What follows belongs to an exercise in optimizing a design on an open flow for small area and few clock cycles per item; a production flow would make more cautious choices.
At most, simulation tests tie the RTL to the original design; equivalence was not proved.
Power is estimated from default activity; no workload was simulated.

## run a
// xy_stepper_line_interpolator
module xy_stepper_line_interpolator #(
  parameter int unsigned POS_BITS = 24
) (
  input  logic                       clk_i,
  input  logic                       rst_ni,
  input  logic                       s_axis_tvalid,
  output logic                       s_axis_tready,
  input  logic [((2*POS_BITS+7)/8)*8-1:0] s_axis_tdata,
  input  logic [1:0]                 s_axis_tuser,
  output logic                       m_axis_tvalid,
  input  logic                       m_axis_tready,
  output logic [((2*POS_BITS+6+7)/8)*8-1:0] m_axis_tdata,
  input  logic                       cfg_valid_i,
  output logic                       cfg_ready_o,
  input  logic [1:0]                 cfg_index_i,
  input  logic [POS_BITS-2:0]        cfg_data_i
);
Size in the first run: about 1700 cells after synthesis, roughly 140 I/O pins.
Settings: LEC_CHECK=0, CAP_MARGIN=20, CORE_MARGIN=2, CORE_UTILIZATION=40, CTS_BUF_LIST=sky130_fd_sc_hd__clkbuf_16, CTS_CLUSTER_DIAMETER=100, CTS_CLUSTER_SIZE=25, SLEW_MARGIN=20; clock period 9.0 ns.
standard.sh (not shown) runs the stock make flow with config.mk's settings and CLKGATE_MAP_FILE= SYNTH_SCRIPT=/design/flow/synth_recipe.tcl, a recipe that flattens the netlist after the stock synthesis.
==> flow/flow/run.sh <==
#!/bin/bash
# The standard layout (the standard.sh), with the port buffers that ORFS puts on every
# input and output made the smallest buffer cell instead of the delay buffer it picks itself.
set -e
export BUFFER_PORTS_ARGS="-buffer_cell sky130_fd_sc_hd__buf_1"
bash standard.sh > standard.log 2>&1
Testbench counts of run a, summed over its fixed seeds: cycles 24,928, items 24,276.
> inputs changed (run a -> run b)
--- a/flow/design.v
+++ b/flow/design.v
@@ -184,24 +184,24 @@
       st_ax[i] = ddx[i] ^ (ddx[D-1] & nzx[i]);
       st_ay[i] = ddy[i] ^ (ddy[D-1] & nzy[i]);
     end
   end
   assign ddx_pos = !negx_q && (j_q != '0);
   assign ddy_pos = !negy_q && (mn_q != '0);
   assign dd_a = {1'b0, j_q};
   assign dd_b = ~{1'b0, mn_q};
-  xyli_cadd #(.N(D), .K(16)) u_dd (.a_i(dd_a), .b_i(dd_b), .c_i(1'b1), .s_o(dd));
+  xyli_cadd #(.N(D), .K(13)) u_dd (.a_i(dd_a), .b_i(dd_b), .c_i(1'b1), .s_o(dd));
   assign dd_s   = dd[D-1];
   assign st_mn  = dd_s ? j_q : mn_q;
   assign st_cnt = dd_s ? mn_q : j_q;
   assign jx   = j_q ^ {P{!xmaj_q}};
   assign v0_a = {2'b00, jx};
   assign v0_b = ~{2'b00, mn_q};
-  xyli_cadd #(.N(W), .K(16)) u_v0 (.a_i(v0_a), .b_i(v0_b), .c_i(!xmaj_q), .s_o(v0));
+  xyli_cadd #(.N(W), .K(14)) u_v0 (.a_i(v0_a), .b_i(v0_b), .c_i(!xmaj_q), .s_o(v0));
   assign neg = vh_q[D-1];
   assign xa  = neg ? {1'b0, jx} : ~{1'b0, mn_q};
   xyli_rca #(.N(L)) u_vlo (
     .a_i (vh_q[L-1:0]), .b_i (xa[L-1:0]), .c_i (neg ? !xmaj_q : 1'b1), .s_o (vlo), .c_o (vlo_c)
   );
   xyli_rca #(.N(D-L)) u_vhi (
     .a_i (vh_q[D-1:L]), .b_i (xa[D-1:L]), .c_i (vc_q), .s_o (vhi), .c_o ()
   );
==> run summary <==
- Run b completed; timing, DRC and antenna clean
- Area occupied by multi-input gates across run b and run a: no real change.
- Taking run a as the reference, in run b relative area change from synthesis to final layout decreased by 0.92 points relative to the old numbers, final net count decreased by about 2% relative to the old numbers, cell area reported after detailed placement decreased by about 0.4% relative to the old numbers.
- Post-detailed-route via-to-cell ratio, run b and run a: higher on run b
- Run a reports its capturing instance or port of the critical path as u_core.cntn_q[1] while run b reports u_core.mn_q[1].
- Portion of netlist area occupied by mux cells is higher on run b
- Run b: global routing usage on met2 higher than run a
- Diff run a..run b | register share of the cell area | negligible
- Per the comparison of run b with run a, fraction of power consumed by the clock network moved up, setup slack of the critical path after layout up 0.063 ns.
- Row fmax: run b higher / run a lower
- Going from run a to run b, fraction of the mapped netlist area in simple logic gates has decreased; via count has decreased; wire length has increased.
The RTL of run b was laid out without a check of its function.

Starting RTL as in the previous note.
Settings: LEC_CHECK=0, CAP_MARGIN=20, CORE_MARGIN=2, CORE_UTILIZATION=40, CTS_BUF_LIST=sky130_fd_sc_hd__clkbuf_8, CTS_CLUSTER_DIAMETER=80, CTS_CLUSTER_SIZE=15, SLEW_MARGIN=20; clock period 9.0 ns.
Scripts as last shown in full above: flow/flow/run.sh
Testbench counts at the start, summed over its fixed seeds: cycles 24,928, items 24,276.
==> next run, changes <==
--- a/flow/design.v
+++ b/flow/design.v
@@ -70,22 +70,22 @@
   input  logic [N-1:0] a_i,
   input  logic [N-1:0] b_i,
   input  logic         c_i,
   output logic [N-1:0] s_o,
   output logic         c_o
 );
   logic [N:0] c;
   always_comb begin
     c[0] = c_i;
     for (int unsigned i = 0; i < N; i++) begin
-      s_o[i] = a_i[i] ^ b_i[i] ^ c[i];
-      c[i+1] = (a_i[i] & b_i[i]) | (c[i] & (a_i[i] ^ b_i[i]));
+      s_o[i] = ~(a_i[i] ^ b_i[i] ^ ~c[i]);
+      c[i+1] = ~((~a_i[i] & ~b_i[i]) | (~c[i] & (~a_i[i] | ~b_i[i])));
     end
     c_o = c[N];
   end
 endmodule
 module xyli_cadd #(
   parameter int unsigned N = 16,
   parameter int unsigned K = 8
 ) (
   input  logic [N-1:0] a_i,
   input  logic [N-1:0] b_i,
@@ -130,21 +130,21 @@
   output logic signed [POS_BITS-1:0]  pos_y_o
 );
   localparam int unsigned P  = POS_BITS;    
   localparam int unsigned D  = P + 1;       
   localparam int unsigned W  = P + 2;       
   localparam int unsigned L  = 13;          
   localparam int unsigned PL = 12;          
   logic [P-1:0] cur_x_q, cur_y_q;
   logic         pin_x_q, pin_y_q, phase_q, moving_q, st1_q, st2_q, vp_q;
   logic         sgn_x_q, sgn_y_q, xmaj_q, negx_q, negy_q;
-  logic [P-1:0] j_q, mn_q, cntn_q;
+  logic [P-1:0] j_q, mnn_q, cntn_q;
   logic [D-1:0] vh_q;
   logic         vc_q;
   logic         fx_q, fy_q, lbx_q, lby_q;
   logic         px_q, py_q, done_q;
   logic [D-1:0] sx, sy, ddx, ddy, bx, by, ex, ey;
   logic [P:0]   nzx, nzy;
   logic [P-1:0] st_ax, st_ay;
   logic         ddx_pos, ddy_pos;
   logic         start_x_pos, start_y_pos;
   logic [D-1:0] dd, dd_a, dd_b;
@@ -179,33 +179,33 @@
     nzx[0] = 1'b0;
     nzy[0] = 1'b0;
     for (int unsigned i = 0; i < P; i++) begin
       nzx[i+1] = nzx[i] | ddx[i];
       nzy[i+1] = nzy[i] | ddy[i];
       st_ax[i] = ddx[i] ^ (ddx[D-1] & nzx[i]);
       st_ay[i] = ddy[i] ^ (ddy[D-1] & nzy[i]);
     end
   end
   assign ddx_pos = !negx_q && (j_q != '0);
-  assign ddy_pos = !negy_q && (mn_q != '0);
+  assign ddy_pos = !negy_q && (mnn_q != '1);
   assign dd_a = {1'b0, j_q};
-  assign dd_b = ~{1'b0, mn_q};
-  xyli_cadd #(.N(D), .K(16)) u_dd (.a_i(dd_a), .b_i(dd_b), .c_i(1'b1), .s_o(dd));
+  assign dd_b = {1'b1, mnn_q};
+  xyli_cadd #(.N(D), .K(13)) u_dd (.a_i(dd_a), .b_i(dd_b), .c_i(1'b1), .s_o(dd));
   assign dd_s   = dd[D-1];
-  assign st_mn  = dd_s ? j_q : mn_q;
-  assign st_cnt = dd_s ? mn_q : j_q;
+  assign st_mn  = dd_s ? ~j_q : mnn_q;      
+  assign st_cnt = dd_s ? mnn_q : ~j_q;      
   assign jx   = j_q ^ {P{!xmaj_q}};
   assign v0_a = {2'b00, jx};
-  assign v0_b = ~{2'b00, mn_q};
-  xyli_cadd #(.N(W), .K(16)) u_v0 (.a_i(v0_a), .b_i(v0_b), .c_i(!xmaj_q), .s_o(v0));
+  assign v0_b = {2'b11, mnn_q};
+  xyli_cadd #(.N(W), .K(14)) u_v0 (.a_i(v0_a), .b_i(v0_b), .c_i(!xmaj_q), .s_o(v0));
   assign neg = vh_q[D-1];
-  assign xa  = neg ? {1'b0, jx} : ~{1'b0, mn_q};
+  assign xa  = neg ? {1'b0, jx} : {1'b1, mnn_q};
   xyli_rca #(.N(L)) u_vlo (
     .a_i (vh_q[L-1:0]), .b_i (xa[L-1:0]), .c_i (neg ? !xmaj_q : 1'b1), .s_o (vlo), .c_o (vlo_c)
   );
   xyli_rca #(.N(D-L)) u_vhi (
     .a_i (vh_q[D-1:L]), .b_i (xa[D-1:L]), .c_i (vc_q), .s_o (vhi), .c_o ()
   );
   xyli_rca #(.N(PL)) u_nxl (
     .a_i (cur_x_q[PL-1:0]), .b_i ({{(PL-1){sgn_x_q}}, 1'b1}), .c_i (1'b0),
     .s_o (nx[PL-1:0]), .c_o (nx_c)
   );
@@ -289,28 +289,28 @@
     vc_q   <= vlo_c;         
     lbx_q <= lx_c;
     lby_q <= ly_c;
     if (en_i) begin
       px_q   <= step && step_x && pul_x;
       py_q   <= step && step_y && pul_y;
       done_q <= tick && reached;
     end
     if (start) begin
       j_q     <= st_ax;
-      mn_q    <= st_ay;
+      mnn_q   <= ~st_ay;
     end
     if (st1_q) begin
       sgn_x_q <= !ddx_pos;
       sgn_y_q <= !ddy_pos;
       j_q    <= dd[P-1:0];
-      mn_q   <= st_mn;
-      cntn_q <= ~st_cnt;
+      mnn_q  <= st_mn;
+      cntn_q <= st_cnt;
       xmaj_q <= !dd_s;
     end else if (step) begin
       cntn_q <= cnt_inc;
     end
     if (st2_q) begin
       vh_q <= v0[W-1:1];
     end else begin
       if (step) begin
         vh_q[L-1:0] <= vlo;
       end
Clock power came out lower by about 2%.
Power fell by 3.6%.
Worst setup slack improved by 210 ps.
Register-to-register slack gains 210 ps.
Count of clock-buffer cells in the layout stays the same.
Testbench counts after the change, summed over its fixed seeds: cycles 24,928, items 24,276.

-- separate check: timing with driven ports --
No port has a modelled driver above. Below, the same layouts with a new extraction and two added sets of constraints. Step 1 assumes that a clkbuf_16 drives the clock port and a buf_2 every other input. Step 2 moves the port delays by t, midway between the first and last clock arrival at a register: inputs arrive t later, outputs are due t later. That takes back most of the time a late clock gives input paths. a / b / c = ideal ports / drivers / drivers and shift; a / b = the first two.
run	shift t [ns]	slack for setup (ns)	clock arrival spread, ns	worst slew at a driven data input, ns
run a	0.530	0.272 / 0.272 / 0.164	0.033 / 0.033	0.08
run b	0.555	0.335 / 0.335 / 0.335	0.037 / 0.038	0.08
the first run of note 2	0.607	0.266 / 0.266 / 0.185	0.042 / 0.043	0.09
the second run of note 2	0.583	0.477 / 0.477 / 0.018	0.019 / 0.019	0.08
After both steps setup and hold are still met in every run listed. The setup slack of the second run of note 2, which loses most, moves by 0.000 ns with the drivers and by -0.459 ns with both steps.
